Source: an optimization exercise on an open RTL-to-GDS flow (aim: small area). Production flows keep margins and buffers that such runs may drop. The RTL was checked by simulation tests, not by an equivalence proof against the original design. No activity file was given, so power comes from the tool's default toggle rates. The flow treats the clock pin as an ideal source, which a real chip does not have.

== run 1 ==
==> flow/design.v <==
package mcdf_fmt_pkg;
  localparam int DATA_WIDE       = 32;
  localparam int CACHE_PTR_WIDE  = 6;
  localparam int FMT_CACHE_DEPTH = 32;
  typedef enum logic [2:0] {
    ST_CHECK0     = 3'd0,
    ST_CHECK      = 3'd1,
    ST_HAND_SHAKE = 3'd2,
    ST_SENT_START = 3'd3,
    ST_DATA_SENT  = 3'd4,
    ST_SENT_END   = 3'd5,
    ST_FLAG_CLR   = 3'd6
  } fmt_state_e;
  function automatic logic [1:0] len_code(input logic [2:0] code);
    case (code)
      3'd0:    len_code = 2'd0;
      3'd1:    len_code = 2'd1;
      3'd2:    len_code = 2'd2;
      default: len_code = 2'd3;
    endcase
  endfunction
endpackage
module fmt_cache
(
  input  logic                                clk,
  input  logic                                i_shift,
  input  logic [mcdf_fmt_pkg::DATA_WIDE-1:0]  i_wdata,
  input  logic [3:0]                          i_tap,     
  output logic [mcdf_fmt_pkg::DATA_WIDE-1:0]  o_rdata
);
  logic [mcdf_fmt_pkg::DATA_WIDE-1:0] r_mem [mcdf_fmt_pkg::FMT_CACHE_DEPTH];
  always_ff @(posedge clk) begin
    if (i_shift) begin
      r_mem[0] <= i_wdata;
      for (int i = 1; i < mcdf_fmt_pkg::FMT_CACHE_DEPTH; i++) r_mem[i] <= r_mem[i-1];
    end
  end
  assign o_rdata = ({mcdf_fmt_pkg::DATA_WIDE{i_tap[0]}} & r_mem[3])
                 | ({mcdf_fmt_pkg::DATA_WIDE{i_tap[1]}} & r_mem[7])
                 | ({mcdf_fmt_pkg::DATA_WIDE{i_tap[2]}} & r_mem[15])
                 | ({mcdf_fmt_pkg::DATA_WIDE{i_tap[3]}} & r_mem[31]);
endmodule
module mcdf_formatter
(
  input  logic                      clk,
  input  logic                      rst_n,
  input  logic [1:0]                fmt_uplink_chid,
  input  logic [2:0]                fmt_fifo0_length,
  input  logic [2:0]                fmt_fifo1_length,
  input  logic [2:0]                fmt_fifo2_length,
  input  logic                      fmt_grant,
  input  logic                      fmt_uplink_valid,
  input  logic [mcdf_fmt_pkg::DATA_WIDE-1:0]      fmt_data_in,
  output logic                      fmt_uplink_ready,
  output logic [1:0]                fmt_chid,
  output logic [mcdf_fmt_pkg::CACHE_PTR_WIDE-1:0] fmt_length,
  output logic                      fmt_req,
  output logic                      fmt_start,
  output logic                      fmt_end,
  output logic [mcdf_fmt_pkg::DATA_WIDE-1:0]      fmt_data
);
  logic       r_check;   
  logic       r_hs;      
  logic       r_ss;      
  logic       r_ds;      
  logic       r_se;      
  logic [4:0] r_cnt;     
  logic [3:0] r_len;     
  logic [1:0] r_chid;    
  logic       w_open;
  logic       w_accept;
  logic       w_last;
  logic       w_send;
  logic       w_show;
  logic       w_shift;
  logic [2:0] w_len_code;
  assign w_open   = (r_cnt != 5'd0);
  assign w_accept = fmt_uplink_valid & r_check & ((fmt_uplink_chid != 2'd0) | w_open);
  always_comb begin
    case (fmt_uplink_chid)
      2'd1:    w_len_code = fmt_fifo0_length;
      2'd2:    w_len_code = fmt_fifo1_length;
      2'd3:    w_len_code = fmt_fifo2_length;
      default: w_len_code = 3'd0;
    endcase
  end
  assign w_last = (r_cnt[1:0] == 2'b11)
                & (r_cnt[2] == ~r_len[0])
                & (r_cnt[3] == (r_len[2] | r_len[3]))
                & (r_cnt[4] == r_len[3]);
  assign w_send  = r_ss | r_ds | r_se;
  assign w_show  = r_hs | w_send;
  assign w_shift = w_accept | r_ss | r_ds;
  fmt_cache u_cache (
    .clk     (clk),
    .i_shift (w_shift),
    .i_wdata (fmt_data_in),
    .i_tap   (r_len & {4{w_send}}),
    .o_rdata (fmt_data)
  );
  always_ff @(posedge clk) begin
    if (r_check & ~w_open) begin
      r_chid <= fmt_uplink_chid;
      r_len  <= 4'b0001 << mcdf_fmt_pkg::len_code(w_len_code);
    end
  end
  always_ff @(posedge clk or posedge rst_n) begin
    if (rst_n) begin
      r_check <= 1'b0;
      r_hs    <= 1'b0;
      r_ss    <= 1'b0;
      r_ds    <= 1'b0;
      r_se    <= 1'b0;
      r_cnt   <= '0;
    end else begin
      r_check <= (r_check & ~(w_accept & w_open & w_last))
               | ~(r_check | r_hs | r_ss | r_ds | r_se);
      r_hs    <= (r_check & w_accept & w_open & w_last) | (r_hs & ~fmt_grant);
      r_ss    <= r_hs & fmt_grant;
      r_ds    <= r_ss | (r_ds & ~w_last);
      r_se    <= r_ds & w_last;
      if (w_accept | r_ss | r_ds) r_cnt <= r_cnt + 5'd1;
      else if (r_hs)              r_cnt <= 5'd1;
      else if (r_se)              r_cnt <= 5'd0;
    end
  end
  assign fmt_uplink_ready = r_check;
  assign fmt_req          = r_hs;
  assign fmt_start        = r_ss;
  assign fmt_end          = r_se;
  assign fmt_chid         = r_chid & {2{w_show}};
  assign fmt_length       = {r_len & {4{w_show}}, 2'b00};
endmodule
Settings: LEC_CHECK=0, CAP_MARGIN=0, CORE_MARGIN=2, CORE_UTILIZATION=80, PLACE_DENSITY=0.85, SLEW_MARGIN=0; clock period 5.0 ns.
standard.sh (not shown) runs the stock make flow with config.mk's settings and CLKGATE_MAP_FILE= SYNTH_SCRIPT=/design/flow/synth_recipe.tcl, a recipe that flattens the netlist after the stock synthesis.
==> flow/flow/run.sh <==
#!/bin/bash
# Standard ORFS layout with small port buffers and a clock tree without dummy loads.
set -euo pipefail
bash standard.sh finish \
  "BUFFER_PORTS_ARGS=-buffer_cell sky130_fd_sc_hd__buf_1" \
  "CTS_ARGS=-sink_clustering_enable -repair_clock_nets -dont_use_dummy_load -buf_list sky130_fd_sc_hd__clkbuf_8 -sink_clustering_size 18 -sink_clustering_max_diameter 60" \
  > orfs_flow.log 2>&1
Run 1 is listed as incomplete: the tool reported an error in detailed placement (3_5_place_dp) and the run ended there.
## Diff of input files: run 2 against run 1
Settings: removing PLACE_DENSITY (formerly 0.85); changing CORE_UTILIZATION from 80 to 65.
==> flow/flow/run.sh <==
#!/bin/bash
# Standard ORFS layout with small port buffers and a clock tree without dummy loads.
set -euo pipefail
bash standard.sh finish \
  "BUFFER_PORTS_ARGS=-buffer_cell sky130_fd_sc_hd__buf_1" \
  "CTS_ARGS=-sink_clustering_enable -repair_clock_nets -dont_use_dummy_load -buf_list sky130_fd_sc_hd__clkbuf_8 -sink_clustering_size 22 -sink_clustering_max_diameter 50" \
  > orfs_flow.log 2>&1
Notes after the runs:
- Run 2 reached the end of the flow, and the finished layout is clean on the timing, DRC and antenna checks.
- Taking run 1 as the reference, in run 2 number of rows in the core area now larger; synthesized area shows no meaningful change; number of enable-type register cells in the synthesized netlist did not really move; die outline height rose by about 11%; count of port buffers added during placement barely changed.
- Summary of run 2 over run 1: global placement routability congestion shrank by 5.3%; detailed placement HPWL dropped about 40%; initial standard-cell utilization of the core fell by 15 points.
- [run 2 vs run 1] overall die width: higher in run 2
Input-level comparison between run 3 and run 2:
==> flow/flow/run.sh <==
#!/bin/bash
# Standard ORFS layout with small port buffers and a clock tree without dummy loads.
set -euo pipefail
bash standard.sh finish \
  "BUFFER_PORTS_ARGS=-buffer_cell sky130_fd_sc_hd__buf_1" \
  "CTS_ARGS=-sink_clustering_enable -repair_clock_nets -dont_use_dummy_load -buf_list sky130_fd_sc_hd__clkbuf_16 -sink_clustering_size 32 -sink_clustering_max_diameter 80" \
  > orfs_flow.log 2>&1
Notes after the runs:
- Looking at clock power across run 3 and run 2, the one that comes out lower is run 2.
- Run 3: post-detailed-routing wire length is 570 microns lower than what run 2 reported.
- Run 3 — clock insertion delay at the later pin of the skew report 80 ps lower, run 2 as reference
- Between run 3 and run 2, the routing usage on met2 does not differ in any meaningful way.
- Setup slack in run 3 is 110 ps above run 2.
- The minimum period implied by the final worst setup slack number comes out higher for run 2 vs run 3.
- From run 2 to run 3 the numbers moved as follows: non-filler instance count after layout went down by 33; multi-input combinational area share flat.
Modified inputs, run 4 compared to run 3
Settings: changing CORE_UTILIZATION from 65 to 70; setting PLACE_DENSITY to 0.75 for the first time.
==> flow/flow/run.sh <==
#!/bin/bash
# Standard ORFS layout with small port buffers and a clock tree without dummy loads.
set -euo pipefail
bash standard.sh finish \
  "BUFFER_PORTS_ARGS=-buffer_cell sky130_fd_sc_hd__buf_1" \
  "CTS_ARGS=-sink_clustering_enable -repair_clock_nets -dont_use_dummy_load -buf_list sky130_fd_sc_hd__clkbuf_8 -sink_clustering_size 18 -sink_clustering_max_diameter 60" \
  > orfs_flow.log 2>&1
Results
Largest net degree at the start of global routing: run 4 < run 3
Run 4 gives more number of buffers created by CTS than run 3 did.
From run 3 to run 4 the numbers moved as follows: combinational power increased about 3%, total routing resource utilization after global routing increased by 1.7 points relative to the old numbers.
Going from run 3 to run 4, wire length of the first global-routing pass rose by about 2%; count of fill cells added during filler insertion fell by 610; routed wire length rose by about 1.6%.
In the metrics for run 4 and run 3, the one carrying the higher count of standard-cell rows is run 3.
Comparing run 4 and run 3, the higher share of the core filled with cells is on run 4.
Compared with run 3, run 4 shows a final-layout worst hold slack that is 77 ps lower.
### run 4 -> run 5
Settings: changing CORE_UTILIZATION from 70 to 65; removing PLACE_DENSITY (formerly 0.75).
### Flow results
- The relative area change from synthesis to final layout of run 4 and that of run 5 are within noise of each other.
- Run 5 ended up with a higher number of well taps than run 4 did.
- [compare] base=run 4 new=run 5: share of power burned in the clock network went up; smallest setup slack after layout went down; fraction of the cycle the final worst path needs went up; transition time of the tightest slew-check pin went up; delay of the slowest cell on the worst path went up.
- Run 5 vs. run 4: hold slack went up by 14 ps.
- Summary: with run 4 as the reference, count of plain and timing-repair buffers in the layout in run 5 moved down by a few percent.
- Diff run 4..run 5 | cell area after layout | negligible
- Standard cell with the maximum stage delay on the critical path: sky130_fd_sc_hd__nor3_1 -> run 5, sky130_fd_sc_hd__nor2b_4 -> run 4

* * *

== job 4300 ==
// mcdf_formatter: RTL as listed in full above, without the edits since
export LEC_CHECK = 0
export CAP_MARGIN = 0
export CORE_MARGIN = 2
export CORE_UTILIZATION = 65
export SLEW_MARGIN = 0
create_clock -name core_clock -period 5.0 [get_ports {clk}]
==> flow/flow/run.sh <==
#!/bin/bash
# Standard ORFS layout with three changes: small port buffers (buf_1), a clock tree without
# dummy loads, and, after global placement, the cache's shift-enable net driven by a tree of
# buf_2 cells placed at the centroids of their load clusters (flow/de_tree.py).
set -euo pipefail
R=$PWD/orfs/results/sky130hd/mcdf_formatter/base
ARGS=(
  "BUFFER_PORTS_ARGS=-buffer_cell sky130_fd_sc_hd__buf_1"
  "CTS_ARGS=-sink_clustering_enable -repair_clock_nets -dont_use_dummy_load -buf_list sky130_fd_sc_hd__clkbuf_8 -sink_clustering_size 18 -sink_clustering_max_diameter 60"
)
bash standard.sh "${ARGS[@]}" "$R/3_3_place_gp.odb" > orfs_to_gp.log 2>&1
openroad -python -no_init -exit flow/de_tree.py "$R/3_3_place_gp.odb" "$R/3_3_place_gp.odb" 16 sky130_fd_sc_hd__buf_4 > de_tree.log 2>&1
bash standard.sh "${ARGS[@]}" finish > orfs_finish.log 2>&1
Other scripts of this flow, unchanged in this note and not shown: flow/flow/de_tree.py
Job 4300 finished end to end and its layout was clean on timing, DRC and antenna.
Setup changes, job 4300 to job 7242
-- flow/flow/run.sh --
<<< job 4300, line 9
  "CTS_ARGS=-sink_clustering_enable -repair_clock_nets -dont_use_dummy_load -buf_list sky130_fd_sc_hd__clkbuf_8 -sink_clustering_size 18 -sink_clustering_max_diameter 60"
>>> job 7242, line 9
  "CTS_ARGS=-sink_clustering_enable -repair_clock_nets -dont_use_dummy_load -buf_list sky130_fd_sc_hd__clkbuf_8 -sink_clustering_size 21 -sink_clustering_max_diameter 60"
<<< job 4300, line 12
openroad -python -no_init -exit flow/de_tree.py "$R/3_3_place_gp.odb" "$R/3_3_place_gp.odb" 16 sky130_fd_sc_hd__buf_4 > de_tree.log 2>&1
>>> job 7242, line 12
openroad -python -no_init -exit flow/de_tree.py "$R/3_3_place_gp.odb" "$R/3_3_place_gp.odb" 20 sky130_fd_sc_hd__buf_2 > de_tree.log 2>&1
Results
- Job 7242 finished all stages; the layout is clean.
- Job 4300 -> job 7242: worst-skew pair later-pin latency flat
- Of job 7242 and job 4300, the lower initial antenna violation count belongs to job 7242.
- Between job 7242 and job 4300, it is job 7242 whose final critical-path required period is higher, by 5.3 ps.
- Comparing the two runs side by side, job 7242 comes out ahead of job 4300 on total via count after detailed routing.
- Compared with job 4300, in job 7242 share of final-layout standard cells stronger than drive strength 1 lost 0.34 points; maximum frequency neither gained nor lost much.
### job 7242 -> job 3585
==> flow/flow/run.sh <==
#!/bin/bash
# Standard ORFS layout with three changes: small port buffers (buf_1), a clock tree without
# dummy loads, and, after global placement, the cache's shift-enable net driven by a tree of
# buf_4 cells placed at the centroids of their load clusters (flow/de_tree.py).
set -euo pipefail
R=$PWD/orfs/results/sky130hd/mcdf_formatter/base
ARGS=(
  "BUFFER_PORTS_ARGS=-buffer_cell sky130_fd_sc_hd__buf_1"
  "CTS_ARGS=-sink_clustering_enable -repair_clock_nets -dont_use_dummy_load -buf_list sky130_fd_sc_hd__clkbuf_8 -sink_clustering_size 18 -sink_clustering_max_diameter 60"
)
bash standard.sh "${ARGS[@]}" "$R/3_3_place_gp.odb" > orfs_to_gp.log 2>&1
openroad -python -no_init -exit flow/de_tree.py "$R/3_3_place_gp.odb" "$R/3_3_place_gp.odb" 16 sky130_fd_sc_hd__buf_4 > de_tree.log 2>&1
bash standard.sh "${ARGS[@]}" finish > orfs_finish.log 2>&1
==> comparison <==
- Job 3585: design area 120 um^2 above job 7242
- Compared with job 7242, job 3585 shows a higher first-iteration DRC count.
- Taking job 7242 as the reference point, the total power of job 3585 rises by 230 uW.
- Number of signal-net buffers in the layout came out lower on job 3585 than on job 7242.
- Job 3585 vs. job 7242: internal power of the cells went up by 1.1%.
- Endpoint of the worst setup timing path: fmt_data[6] -> job 7242, fmt_data[8] -> job 3585

-- afterwards: timing with drivers on the ports --
No port has a modelled driver above. Below, the same layouts with a new extraction and two added sets of constraints. Step 1, drivers: a clkbuf_16 drives clk and a buf_2 each remaining input, both assumed. Step 2 times the ports against the registers' clock, not the clock port: input delays grow and output delays shrink by t, the midpoint of the rising clock arrivals with the driver on. a / b / c = no drivers / after step 1 / after step 2; a / b = the first two.
run | t (ns) | setup WS [ns] | latest minus earliest clock arrival (ns) | worst register clock-pin slew, ns | cell pins on the clock port's net
run 2 | 0.698 | 0.605 / 0.553 / 1.251 | 0.076 / 0.077 | 0.12 / 0.12 | 1
run 3 | 0.624 | 0.712 / 0.654 / 1.278 | 0.064 / 0.064 | 0.11 / 0.11 | 1
run 4 | 0.696 | 1.121 / 1.070 / 1.490 | 0.041 / 0.041 | 0.11 / 0.11 | 1
run 5 | 0.676 | 0.631 / 0.578 / 1.254 | 0.078 / 0.078 | 0.11 / 0.11 | 1
job 4300 | 0.687 | 0.549 / 0.496 / 1.183 | 0.083 / 0.082 | 0.11 / 0.11 | 1
job 7242 | 0.724 | 0.543 / 0.490 / 1.214 | 0.029 / 0.030 | 0.12 / 0.12 | 1
job 3585 | 0.690 | 0.548 / 0.495 / 1.185 | 0.079 / 0.080 | 0.11 / 0.11 | 1
After both steps every run listed still meets setup and hold.
